Background: an optimization exercise with open tools, aiming at small area and a short achievable clock period. Do not read the settings as production practice.
Function was checked by simulation only, so behaviour that the tests miss may differ from the original.

==> flow/design.v, too long to show whole: its modules and the start of the top module <==
// module fp32_round_ne: 17 lines
// module fp32_mult_pipelined: 1315 lines
module fp32_mult_pipelined
(
  input  logic             clk,
  input  logic             rst_n,
  input  logic             start,
  input  logic [fp32_pkg::WIDTH-1:0] a,
  input  logic [fp32_pkg::WIDTH-1:0] b,
  output logic [fp32_pkg::WIDTH-1:0] result,
  output logic             done,
  output logic             overflow,
  output logic             underflow
);
  // ...
==> flow/flow/run.sh <==
#!/bin/bash
# Layout flow: the standard flow (standard.sh) with two changes:
#  - synthesis skips the quick "abc -fast" pass inside Yosys's "synth -run fine:" so the full and
#    half adders written in the RTL reach extract_fa as written (fewer inverters between them);
#    everything else, including the register set, is the standard flow's synthesis script unchanged;
#  - ports are buffered with sky130_fd_sc_hd__buf_1 instead of the default delay buffer.
# Each tool's output goes to its own log here and under orfs/logs.
set -euo pipefail
{
  echo 'proc synth {args} { if {[lsearch -exact $args fine:] >= 0} { yosys synth -nofsm -noshare -noabc {*}$args } else { yosys synth -nofsm -noshare {*}$args } }'
  tail -n +2 synth_recipe.tcl
} > synth_noabc.tcl
bash standard.sh SYNTH_SCRIPT="$PWD/synth_noabc.tcl" BUFFER_PORTS_ARGS="-buffer_cell sky130_fd_sc_hd__buf_1" finish > standard.log 2>&1
==> flow/standard.sh <==
#!/bin/bash
# synth_recipe.tcl (not shown) runs the flow's synth.tcl, then flattens the netlist and writes it again
# the make line also repeats each setting of config.mk as NAME=value (left out here)
make -C /OpenROAD-flow-scripts/flow DESIGN_CONFIG=/design/flow/config.mk WORK_HOME=/design/flow/orfs CLKGATE_MAP_FILE= SYNTH_SCRIPT=/design/flow/synth_recipe.tcl "${@:-finish}"
==> flow/config.mk <==
export PLATFORM = sky130hd
export DESIGN_NAME = fp32_mult_pipelined
export DESIGN_NICKNAME = fp32_mult_pipelined
export VERILOG_FILES = /design/flow/design.v
export SDC_FILE = /design/flow/constraint.sdc
export NUM_CORES = 4
export LEC_CHECK = 0
export CAP_MARGIN = 20
export CORE_MARGIN = 2
export CORE_UTILIZATION = 40
export SETUP_SLACK_MARGIN = 3.8
export SLEW_MARGIN = 20
==> flow/constraint.sdc <==
create_clock -name core_clock -period 7.0 [get_ports {clk}]
set_input_delay 1.4000 -clock core_clock [delete_from_list [all_inputs] [get_ports {clk}]]
set_output_delay 1.4000 -clock core_clock [all_outputs]
set_load 0.01 [all_outputs]
==> summary.txt, run 1 <==
status timing/DRC/antenna clean; top-area cell type share of the netlist area 32.0%; Unique masters post-synth 70; Fin Hold WS 0.321 ns; Fill cells 5293; Resize count post-CTS 63; I/O Pins 102; Critical Path Sink tD[24]; Well Taps 765; cell with the most instances after synthesis dfxtp_1; Final Core Density 45.8%; number of flip-flops under the largest register name 32; Synth Area in Compound Gates 13.8%; hold path depth 0; critical path arrival 3.99 ns; Reg-to-Reg End tD[24]; Post-synth top cells dfxtp_1, xnor2_1, fa_1; Starting Density 40.4%; Clk pin slew, worst setup/hold paths 0.06 ns; ys async rst share 1.06%; Placed Area 24100 µm²; clkbuf count 48; most common cell after layout, fill and taps aside dfxtp_1; FF-to-FF setup slack 3.47 ns; Core Box Area 57600 µm²; vias 16.7k; H-Tree Depth 2; post-synth top area cell dfxtp_1; initial antenna violation count 0
==> run 2: changes to the inputs <==
--- a/flow/config.mk
+++ b/flow/config.mk
@@ -5,8 +5,9 @@
 export SDC_FILE = /design/flow/constraint.sdc
 export NUM_CORES = 4
 export LEC_CHECK = 0
+export ABC_AREA = 1
 export CAP_MARGIN = 20
 export CORE_MARGIN = 2
-export CORE_UTILIZATION = 40
-export SETUP_SLACK_MARGIN = 3.8
+export CORE_UTILIZATION = 65
+export SETUP_SLACK_MARGIN = 4.1
 export SLEW_MARGIN = 20
==> run 2 against run 1 <==
Still clean on timing, DRC and antenna. Count of clock-buffer cells in the layout shrank 1. First-iteration DRC count is 45% higher. Register-to-register slack improved by 0.64 ns. Synthesized area rose by 8.9%. Core utilization rose by 27 points. Critical endpoint is now rt3_26_0_q.
==> summary.txt, run 2 <==
ys async rst share 1.06% (unchanged); Synth Flop Type dfxtp_1; most frequent cells in the layout nand2_1, inv_1, dfxtp_1; kind of cell adding the most delay to the critical path adder cells; clk buf depth 3; RSZ-0062 raised after global routing true; Largest regs resD_q (32), tD (26), maA_q (23); Yosys reg bits 376; initial antenna violation count 1 (+1); setup TNS 0 ns; most common cell after layout, fill and taps aside nand2_1; Final Core Density 72.9% (+27 points); Design Area, Final 28100 µm²; Global Route Usage Sum 36.3%; final setup fails 0; post-synthesis cell count 2911; area grow syn2layout 11.0%; vias in the first global route 20.6k; PortBufs 101; number of flip-flops under the largest register name 32 (unchanged); CTS tree yes; crit path kind reg -> reg; Bufs and invs on worst path 1; DIE WIDTH 201 µm; Site Rows 72; post-synth top area cell dfxtp_1; syn avg cell area 8.70 µm²; worst-margin pin slew 1.11 ns; largest net degree at the start of global routing 31; Unique masters post-synth 45 (-36%); register area share after synthesis 29.8%; layout cells sized above 1 10.1%; H-Tree Depth 2 (unchanged); first-pass GRT wire length 114000 µm; DRC Markers 0; vias 20.3k (+21%); I/O Pins 102 (unchanged); most flop-heavy register resD_q; Clk pin slew, worst setup/hold paths 0.07 ns (about the same); Synth Net Count 3360; ranking of synthesized cells by area dfxtp_1, fa_1, xor2_1, nand2_1, inv_1; top-area cell type share of the netlist area 29.4% (-2.6 points); die area 40500 µm²; max-slew violations 0; routed wire length 73400 µm; nature of the critical path startpoint register; most frequent CP cell fa_1; CTS Buf Count 41; critical path arrival 3.36 ns (-0.63 ns); Hold Path Class reg -> reg; # diodes 0; CTS root buf clkbuf_16; Final Net Count 3405; DR WL/cell 21.0 µm; Placed Area 25900 µm² (+7.3%); Synth Cell Area 25300 µm²; highest clock rate 346 MHz; Core Box Area 38600 µm² (-33%); Critical Path RT 7.46 ns; CP max stage cell fa_1; Starting Density 65.6% (+25 points); Worst-Skew Late Latency 0.59 ns; Post-synth top cells nand2_1, inv_1, dfxtp_1; cell with the most instances after synthesis nand2_1; endpoints failing hold 0; status timing/DRC/antenna clean; initial drt markers 2162; die height 201 µm; DR pass1 iterations 6; CP Capture Type register; dpl ws 3.55 ns; Post-synth EDFFs 0; Slew Limit Headroom 26.0%; grt ovf 0; max_cap viols 0; crit share post-route 41.3%; clock net sink count 376; Max FO, Critical Path 12; Clock Skew 0.0301 ns; yosys warns 2; Slowest Stage Delay on Critical Path 0.55 ns; vias per inst 5.79; Placer Congestion 0.931; critical path, cell by cell inv_1 > o22ai_1 > xor2_1 > fa_1 > fa_1 > fa_1; Period minus WS final 2.89 ns; Detailed Place HPWL 53900 µm; Final Worst Setup Slack 4.11 ns; antenna-violating nets left 0
[run 2: cell types whose count changed after synthesis, moves of 17 or more]
cell / previous run / this run
o21ai_0: 46 / 28
nand2_2: 1 / 20
inv_1: 195 / 484
buf_1: 38 / 7
o22ai_1: 117 / 264
nand2_1: 81 / 495
nor2_1: 49 / 127
nand3_1: 42 / 75
nor2_2: 0 / 24
a22oi_1: 142 / 1
xnor2_1: 303 / 28
inv_2: 1 / 18
a21o_1: 17 / 0
xor2_1: 42 / 285
[run 2: metal layers]
metal / track usage [%] / wire [µm] / part of all wire [%]
met1: 45.9 / 28300 / 39
met2: 58.6 / 33200 / 45
met3: 10.2 / 8480 / 12
met4: 14.8 / 3270 / 4.5
met5: 2.14 / 142 / 0.19
[run 2: through the flow]
step | hold slack (ns) | instances
after global routing | 0.333 | 3500
after global placement | 0.314 | 3412
after floorplan | 0.310 | 2911
after CTS | 0.328 | 3490
after detailed placement | 0.314 | 3412
final | 0.324 | 3500
[run 2: cell type report]
type,count,area (µm²)
Clock inverter,22,277
Tap cell,518,648
Sequential cell,376,7560
Inverter,518,2020
Clock buffer,47,1080
Timing Repair inverter,1,5.00
Fill cell,2940,10500
Timing Repair Buffer,131,654
Multi-Input combinational cell,1887,15800
[run 2: cells by family after synthesis]
logic type,count (synthesis),synth area share (%)
AND/OR/NAND/NOR,825,14.3
buffers and inverters,648,9.80
adder cells (fa/ha/maj),382,26.5
flip-flops,376,29.8
AO/OA/AOI/OAI,367,8.80
XOR/XNOR,313,10.8
[run 2: path summary, 6_finish.rpt]
kind | cells after the start | slack (ns) | end | startpoint
worst min register to register | 0 | 0.32 | e_add_q[5] | e_t3_q[5]
worst min-delay path | 0 | 0.32 | e_add_q[5] | e_t3_q[5]
worst max register to register | 6 | 4.11 | rt3_26_0_q | bone[8]
min in group asynchronous | 1 | 0.64 | v_add_q | rst_n
worst max-delay path | 6 | 4.11 | rt3_26_0_q | bone[8]
max in group asynchronous | 1 | 6.19 | v_t3_q | rst_n
[run 2: worst register-to-register path, cell delays in order, from the launching register on]
cell and delay [ns]:
dfxtp_1 0.49, inv_1 0.32, o22ai_1 0.27, xor2_1 0.25, fa_1 0.50, fa_1 0.55, fa_1 0.41
[run 2: timing repair]
action                                  CTS  global route
hold buffers                              0             0
resized for setup                        48           116
setup buffers                             8            10
endpoints found under the setup margin  100            51
pin swaps                                 1            26
cloned                                    1             0

## static timing again, ports no longer ideal
The flow's constraints put no driver on any port. The routed layouts listed below were extracted and timed again, unchanged, in two steps.
Step 1, drivers: a clkbuf_16 drives clk and a buf_2 each remaining input, both assumed.
Step 2, shift: input delay + t, output delay - t, t = (earliest + latest rising clock arrival at the registers) / 2. This alone moves slack from input paths to output paths.
Three values: no drivers, after step 1, after step 2; two values: the first two.
run | t, ns | setup WS [ns] | worst hold slack (ns)
run 1 | 0.619 | 3.466 / 3.466 / 3.466 | 0.321 / 0.321 / 0.321
run 2 | 0.635 | 4.107 / 4.107 / 4.107 | 0.324 / 0.324 / 0.324
After both steps every run listed still meets setup and hold.
